Context: an optimization exercise on an open-source flow, tuned for small area and few clock cycles. The choices shown serve that exercise and are no tape-out recipe. Function was checked by simulation only, so behaviour that the tests miss may differ from the original. Power and IR drop assume default switching activity.

## trial 77
==> flow/design.v <==
module regFile (
	input  logic Clock_not,
	input  logic rstN,
	input  logic writeEn,
	input  logic [3:0] writeAddr,
	input  logic [13:0] writeData,
	input  logic [3:0] readAddrA,
	input  logic [3:0] readAddrB,
	output logic [13:0] readDataA,
	output logic [13:0] readDataB
);
	logic [13:0] regs [0:15];
	logic [15:0] written;
	always_ff @(posedge Clock_not or negedge rstN) begin
		if (!rstN) begin
			written <= '0;
		end else if (writeEn) begin
			written[writeAddr] <= 1'b1;
		end
	end
	always_ff @(posedge Clock_not) begin
		if (writeEn) begin
			regs[writeAddr] <= writeData;
		end
	end
	always_comb begin
		readDataA = '0;
		readDataB = '0;
		for (int i = 0; i < 16; i++) begin
			readDataA = readDataA | (regs[i] & {14{written[i] && readAddrA == 4'(i)}});
			readDataB = readDataB | (regs[i] & {14{written[i] && readAddrB == 4'(i)}});
		end
	end
endmodule
module operandStage (
	input  logic Clock_not,
	input  logic rstN,
	input  logic instValid,
	input  logic [13:0] inst,
	input  logic [4:0] switches,
	input  logic outValid,
	input  logic outReady,
	output logic instReady,
	output logic exec,
	output logic [5:0] opcode,
	output logic [3:0] ri,
	output logic [3:0] rj,
	output logic [4:0] sw,
	output logic isOut
);
	localparam logic [5:0] OpOut = 6'b011100;
	logic irValid;
	logic [13:0] ir;
	always_ff @(posedge Clock_not or negedge rstN) begin
		if (!rstN) begin
			irValid <= 1'b0;
		end else begin
			irValid <= instValid & instReady;
		end
	end
	always_ff @(posedge Clock_not) begin
		ir <= inst;
		sw <= switches;
	end
	assign exec = irValid;
	assign opcode = ir[13:8];
	assign ri = ir[7:4];
	assign rj = ir[3:0];
	assign isOut = irValid & (opcode == OpOut);
	assign instReady = ~((inst[13:8] == OpOut) & (isOut | (outValid & ~outReady)));
endmodule
module aluStage (
	input  logic [5:0] opcode,
	input  logic [3:0] rj,
	input  logic [13:0] a,        
	input  logic [13:0] b,        
	input  logic [4:0] switches,
	input  logic [11:0] status,
	output logic writeReg,
	output logic [13:0] res,
	output logic [11:0] nextStatus
);
	localparam logic [5:0] OpCpy  = 6'b000010;
	localparam logic [5:0] OpAdd  = 6'b000101;
	localparam logic [5:0] OpSub  = 6'b000110;
	localparam logic [5:0] OpAddc = 6'b000111;
	localparam logic [5:0] OpSubc = 6'b001000;
	localparam logic [5:0] OpNot  = 6'b001011;
	localparam logic [5:0] OpAnd  = 6'b001100;
	localparam logic [5:0] OpOr   = 6'b001101;
	localparam logic [5:0] OpXor  = 6'b001110;
	localparam logic [5:0] OpSrl  = 6'b001111;
	localparam logic [5:0] OpSra  = 6'b010000;
	localparam logic [5:0] OpRotl = 6'b010001;
	localparam logic [5:0] OpRotr = 6'b010010;
	localparam logic [5:0] OpRrc  = 6'b010101;
	localparam logic [5:0] OpVadd = 6'b010111;
	localparam logic [5:0] OpVsub = 6'b011000;
	localparam logic [5:0] OpIn   = 6'b011011;
	logic isCpy, isAdd, isSub, isAddc, isSubc, isNot, isAnd, isOr, isXor;
	logic isSrl, isSra, isRotl, isRotr, isRrc, isVadd, isVsub, isIn;
	logic isArith, isScalar, isVec, isLogic, isRight, inv, cin;
	logic [13:0] op2;     
	logic [13:0] op2x;    
	logic [13:0] p;
	logic [13:0] g;
	logic [3:0] sL0;
	logic [4:0] sL1n, sL1c, sL1;
	logic [3:0] sH0n, sH0c;
	logic [4:0] sH1n, sH1c;
	logic [7:0] hiN, hiC;
	logic [7:0] sumHi;
	logic hiCin, loCout, hiCout;
	logic [13:0] sum;
	logic zLo, zHi;
	logic [13:0] logicRes;
	logic [1:0] s;
	logic [16:0] wr;      
	logic [6:0] shSel;    
	logic [13:0] shRes;
	assign isCpy  = (opcode == OpCpy);
	assign isAdd  = (opcode == OpAdd);
	assign isSub  = (opcode == OpSub);
	assign isAddc = (opcode == OpAddc);
	assign isSubc = (opcode == OpSubc);
	assign isNot  = (opcode == OpNot);
	assign isAnd  = (opcode == OpAnd);
	assign isOr   = (opcode == OpOr);
	assign isXor  = (opcode == OpXor);
	assign isSrl  = (opcode == OpSrl);
	assign isSra  = (opcode == OpSra);
	assign isRotl = (opcode == OpRotl);
	assign isRotr = (opcode == OpRotr);
	assign isRrc  = (opcode == OpRrc);
	assign isVadd = (opcode == OpVadd);
	assign isVsub = (opcode == OpVsub);
	assign isIn   = (opcode == OpIn);
	assign isScalar = isAdd | isSub | isAddc | isSubc;
	assign isVec = isVadd | isVsub;
	assign isArith = isScalar | isVec;
	assign isLogic = isNot | isAnd | isOr | isXor;
	assign isRight = isSrl | isSra | isRotr | isRrc;
	assign cin = isSub | isSubc | isVsub;
	assign inv = cin | isNot;
	assign op2 = (isAddc | isSubc) ? {10'b0, rj} : (isNot ? 14'd0 : b);
	assign op2x = op2 ^ {14{inv}};
	assign p = a ^ op2x;
	assign g = a & op2x;
	assign sL0 = {1'b0, a[2:0]} + {1'b0, op2x[2:0]} + {3'b0, cin};
	assign sL1n = {1'b0, a[6:3]} + {1'b0, op2x[6:3]};
	assign sL1c = {1'b0, a[6:3]} + {1'b0, op2x[6:3]} + 5'd1;
	assign sH0n = {1'b0, a[9:7]} + {1'b0, op2x[9:7]};
	assign sH0c = {1'b0, a[9:7]} + {1'b0, op2x[9:7]} + 4'd1;
	assign sH1n = {1'b0, a[13:10]} + {1'b0, op2x[13:10]};
	assign sH1c = {1'b0, a[13:10]} + {1'b0, op2x[13:10]} + 5'd1;
	assign sL1 = sL0[3] ? sL1c : sL1n;
	assign hiN = sH0n[3] ? {sH1c, sH0n[2:0]} : {sH1n, sH0n[2:0]};   
	assign hiC = sH0c[3] ? {sH1c, sH0c[2:0]} : {sH1n, sH0c[2:0]};   
	assign hiCin = isVec ? cin : sL1[4];
	assign sumHi = hiCin ? hiC : hiN;
	assign sum = {sumHi[6:0], sL1[3:0], sL0[2:0]};
	assign loCout = sL1[4];
	assign hiCout = sumHi[7];
	assign logicRes = ({14{isXor | isNot | isOr}} & p) | ({14{isAnd | isOr}} & g);
	assign s = rj[1:0];
	always_comb begin
		wr[13:0] = a;
		case (1'b1)
			isSra:  wr[16:14] = {3{a[13]}};
			isRotr: wr[16:14] = a[2:0];
			isRrc:  wr[16:14] = {a[1:0], status[11]};
			default: wr[16:14] = 3'b000;
		endcase
	end
	assign shSel[3] = (isRight | isRotl) & (s == 2'd0);
	assign shSel[4] = isRight & (s == 2'd1);
	assign shSel[5] = isRight & (s == 2'd2);
	assign shSel[6] = isRight & (s == 2'd3);
	assign shSel[2] = isRotl & (s == 2'd1);
	assign shSel[1] = isRotl & (s == 2'd2);
	assign shSel[0] = isRotl & (s == 2'd3);
	always_comb begin
		for (int i = 0; i < 14; i++) begin
			shRes[i] = (shSel[0] & a[(i + 11) % 14]) | (shSel[1] & a[(i + 12) % 14]) |
				(shSel[2] & a[(i + 13) % 14]) | (shSel[3] & a[i]) |
				(shSel[4] & wr[i + 1]) | (shSel[5] & wr[i + 2]) | (shSel[6] & wr[i + 3]);
		end
	end
	assign res = ({14{isArith}} & sum) | logicRes | shRes | ({14{isCpy}} & b) |
		{9'b0, {5{isIn}} & switches};
	assign writeReg = isArith | isLogic | isRight | isRotl | isCpy | isIn;
	assign zLo = (res[6:0] == 7'd0);
	assign zHi = (res[13:7] == 7'd0);
	always_comb begin
		nextStatus = status;
		if (isScalar) begin
			nextStatus[11] = hiCout ^ cin;
			nextStatus[10] = sum[13];
			nextStatus[9] = (a[13] ~^ op2[13]) & (a[13] ^ sum[13]);
			nextStatus[8] = zLo & zHi;
		end
		if (isLogic) begin
			nextStatus[10] = res[13];
			nextStatus[8] = zLo & zHi;
		end
		if (isRrc) begin
			case (s)
				2'd0: nextStatus[11] = status[11];
				2'd1: nextStatus[11] = a[0];
				2'd2: nextStatus[11] = a[1];
				default: nextStatus[11] = a[2];
			endcase
		end
		if (isVec) begin
			nextStatus[7] = hiCout ^ cin;
			nextStatus[6] = sum[13];
			nextStatus[5] = (a[13] ~^ op2[13]) & (a[13] ^ sum[13]);
			nextStatus[4] = zHi;
			nextStatus[3] = loCout ^ cin;
			nextStatus[2] = sum[6];
			nextStatus[1] = (a[6] ~^ op2[6]) & (a[6] ^ sum[6]);
			nextStatus[0] = zLo;
		end
	end
endmodule
module retireStage (
	input  logic Clock_not,
	input  logic rstN,
	input  logic exec,
	input  logic isOut,
	input  logic [13:0] outData,
	input  logic [11:0] nextStatus,
	input  logic outReady,
	output logic [11:0] status,
	output logic outValid,
	output logic [25:0] outBeat
);
	always_ff @(posedge Clock_not or negedge rstN) begin
		if (!rstN) begin
			status <= '0;
		end else if (exec) begin
			status <= nextStatus;
		end
	end
	always_ff @(posedge Clock_not or negedge rstN) begin
		if (!rstN) begin
			outValid <= 1'b0;
		end else if (isOut) begin
			outValid <= 1'b1;
		end else if (outReady) begin
			outValid <= 1'b0;
		end
	end
	always_ff @(posedge Clock_not) begin
		if (isOut) begin
			outBeat <= {outData, status};
		end
	end
endmodule
module risc14Core (
	input  logic Clock_not,
	input  logic rstN,
	input  logic instValid,
	input  logic [13:0] inst,
	output logic instReady,
	input  logic [4:0] switches,
	output logic outValid,
	output logic [25:0] outBeat,
	input  logic outReady
);
	logic exec;
	logic [5:0] opcode;
	logic [3:0] ri;
	logic [3:0] rj;
	logic [4:0] sw;
	logic isOut;
	logic writeReg;
	logic [13:0] readDataA;
	logic [13:0] readDataB;
	logic [13:0] res;
	logic [11:0] status;
	logic [11:0] nextStatus;
	operandStage operandStage_inst (
		.Clock_not(Clock_not), .rstN(rstN), .instValid(instValid), .inst(inst),
		.switches(switches), .outValid(outValid), .outReady(outReady),
		.instReady(instReady), .exec(exec), .opcode(opcode), .ri(ri), .rj(rj),
		.sw(sw), .isOut(isOut)
	);
	regFile regFile_inst (
		.Clock_not(Clock_not), .rstN(rstN),
		.writeEn(exec & writeReg), .writeAddr(ri), .writeData(res),
		.readAddrA(ri), .readAddrB(rj),
		.readDataA(readDataA), .readDataB(readDataB)
	);
	aluStage aluStage_inst (
		.opcode(opcode), .rj(rj), .a(readDataA), .b(readDataB),
		.switches(sw), .status(status),
		.writeReg(writeReg), .res(res), .nextStatus(nextStatus)
	);
	retireStage retireStage_inst (
		.Clock_not(Clock_not), .rstN(rstN), .exec(exec), .isOut(isOut),
		.outData(readDataA), .nextStatus(nextStatus), .outReady(outReady),
		.status(status), .outValid(outValid), .outBeat(outBeat)
	);
endmodule
export LEC_CHECK = 0
export CAP_MARGIN = 20
export CORE_MARGIN = 2
export CORE_UTILIZATION = 60
export CTS_BUF_LIST = sky130_fd_sc_hd__clkbuf_16
export CTS_CLUSTER_DIAMETER = 80
export CTS_CLUSTER_SIZE = 30
export GPL_TIMING_DRIVEN = 0
export SETUP_SLACK_MARGIN = 0.15
export SLEW_MARGIN = 20
create_clock -name core_clock -period 5.0 [get_ports {Clock_not}]
standard.sh (not shown) runs the stock make flow with config.mk's settings and CLKGATE_MAP_FILE= SYNTH_SCRIPT=/design/flow/synth_recipe.tcl, a recipe that flattens the netlist after the stock synthesis.
==> flow/flow/run.sh <==
#!/bin/bash
# Layout flow: the standard flow (standard.sh), except that synthesis maps
# the logic with the ABC script in abc.script instead of ORFS's speed script,
# and does not extract full/half-adder cells first, so ABC maps the adders
# together with the rest of the logic. The registers, their names and cell
# types are those of the standard synthesis. The port buffers that placement
# adds start as the smallest buffer; repair sizes them up where timing needs.
set -euo pipefail
W=$(pwd)
rm -rf "$W/scripts_abc"
cp -r "$FLOW_HOME/scripts" "$W/scripts_abc"
cp "$W/flow/abc.script" "$W/scripts_abc/abc_speed.script"
bash "$W/standard.sh" SCRIPTS_DIR="$W/scripts_abc" ADDER_MAP_FILE= synth > "$W/synth.log" 2>&1
bash "$W/standard.sh" BUFFER_PORTS_ARGS="-buffer_cell sky130_fd_sc_hd__buf_1" finish > "$W/layout.log" 2>&1
==> flow/flow/abc.script <==
strash
ifraig
dc2
strash
&get -n
&dch -f
&nf -R 1000 -a
&put
The flow for trial 77 finished, though final verification flagged negative setup slack.
Testbench counts of trial 77, summed over its fixed seeds: cycles 32,614.
Edits applied to the flow inputs when going from trial 77 to trial 42:
-- flow/design.v --
<<< trial 77, line 113
	logic hiCin, loCout, hiCout;
	logic [13:0] sum;
	logic zLo, zHi;
	logic [13:0] logicRes;
	logic [1:0] s;
>>> trial 42, line 113
	logic hiCin, loCout, hiCout;
	logic [13:0] sum;
	logic [13:0] t;       
	logic [13:0] zb;
	logic zLo, zHiVec, zHiScalar;
	logic [13:0] logicRes;
	logic [1:0] s;
<<< trial 77, line 162
	assign loCout = sL1[4];
	assign hiCout = sumHi[7];
	assign logicRes = ({14{isXor | isNot | isOr}} & p) | ({14{isAnd | isOr}} & g);
	assign s = rj[1:0];
>>> trial 42, line 164
	assign loCout = sL1[4];
	assign hiCout = sumHi[7];
	assign t = {a[12:0] | op2x[12:0], cin};
	assign zb = ~(p ^ t);
	assign zLo = &zb[6:0];
	assign zHiScalar = &zb[13:7];
	assign zHiVec = ~(p[7] ^ cin) & (&zb[13:8]);
	assign logicRes = ({14{isXor | isNot | isOr}} & p) | ({14{isAnd | isOr}} & g);
	assign s = rj[1:0];
<<< trial 77, line 190
		{9'b0, {5{isIn}} & switches};
	assign writeReg = isArith | isLogic | isRight | isRotl | isCpy | isIn;
	assign zLo = (res[6:0] == 7'd0);
	assign zHi = (res[13:7] == 7'd0);
	always_comb begin
		nextStatus = status;
>>> trial 42, line 197
		{9'b0, {5{isIn}} & switches};
	assign writeReg = isArith | isLogic | isRight | isRotl | isCpy | isIn;
	always_comb begin
		nextStatus = status;
<<< trial 77, line 198
			nextStatus[10] = sum[13];
			nextStatus[9] = (a[13] ~^ op2[13]) & (a[13] ^ sum[13]);
			nextStatus[8] = zLo & zHi;
		end
		if (isLogic) begin
			nextStatus[10] = res[13];
			nextStatus[8] = zLo & zHi;
		end
		if (isRrc) begin
>>> trial 42, line 203
			nextStatus[10] = sum[13];
			nextStatus[9] = (a[13] ~^ op2[13]) & (a[13] ^ sum[13]);
			nextStatus[8] = zLo & zHiScalar;
		end
		if (isLogic) begin
			nextStatus[10] = logicRes[13];
			nextStatus[8] = (logicRes == 14'd0);
		end
		if (isRrc) begin
<<< trial 77, line 216
			nextStatus[6] = sum[13];
			nextStatus[5] = (a[13] ~^ op2[13]) & (a[13] ^ sum[13]);
			nextStatus[4] = zHi;
			nextStatus[3] = loCout ^ cin;
			nextStatus[2] = sum[6];
>>> trial 42, line 221
			nextStatus[6] = sum[13];
			nextStatus[5] = (a[13] ~^ op2[13]) & (a[13] ^ sum[13]);
			nextStatus[4] = zHiVec;
			nextStatus[3] = loCout ^ cin;
			nextStatus[2] = sum[6];
Notes after the runs:
- Having completed the whole flow, trial 42 delivered a layout that passed the timing, design-rule and antenna checks.
- Min initial antenna violation count across trial 42 and trial 77: trial 42
- In the tables for trial 42 and trial 77, synthesized-area fraction occupied by adder cells reads higher with trial 77.
- Going from trial 77 to trial 42, number of search-and-repair iterations in the first detailed-routing pass moved down; largest buffer count on any clock path held steady.
- Taking trial 77 as the reference, in trial 42 final RePlAce weighted congestion went up, final critical-path required period went down, total met2 wirelength after detailed routing went down, internal cell power went up, post-route standard cell area excluding fillers went down.
- Critical path launch point: operandStage_inst.ir[2]$_DFF_P_ -> trial 42, operandStage_inst.ir[0]$_DFF_P_ -> trial 77
- Destination of the critical timing path = retireStage_inst.status[9]$_DFFE_PN0P_: trial 77; destination of the critical timing path = regFile_inst.regs[9][12]$_DFFE_PP_: trial 42
Testbench counts of trial 42, summed over its fixed seeds: cycles 32,614.

## port drivers added, routing unchanged
No port has a modelled driver above. Below, the same layouts with a new extraction and two added sets of constraints.
Step 1 (the two cells are an assumption about what drives the block):
set clk [get_ports {Clock_not}]
set_driving_cell -lib_cell sky130_fd_sc_hd__clkbuf_16 $clk
set_driving_cell -lib_cell sky130_fd_sc_hd__buf_2 [delete_from_list [all_inputs] $clk]
Step 2 adds t to the input delays and takes it off the output delays; t is the mean of the earliest and latest rising clock arrival at the registers after step 1. Input paths then give back, and output paths get back, about the clock's delay inside the block.
Three values: ideal, step 1, step 2; two values: the first two.
run	t (ns)	slack for setup (ns)	worst data-port slew with drivers (ns)
trial 77	0.569	-0.061 / -0.061 / -0.061	0.03
trial 42	0.558	0.191 / 0.191 / 0.191	0.03
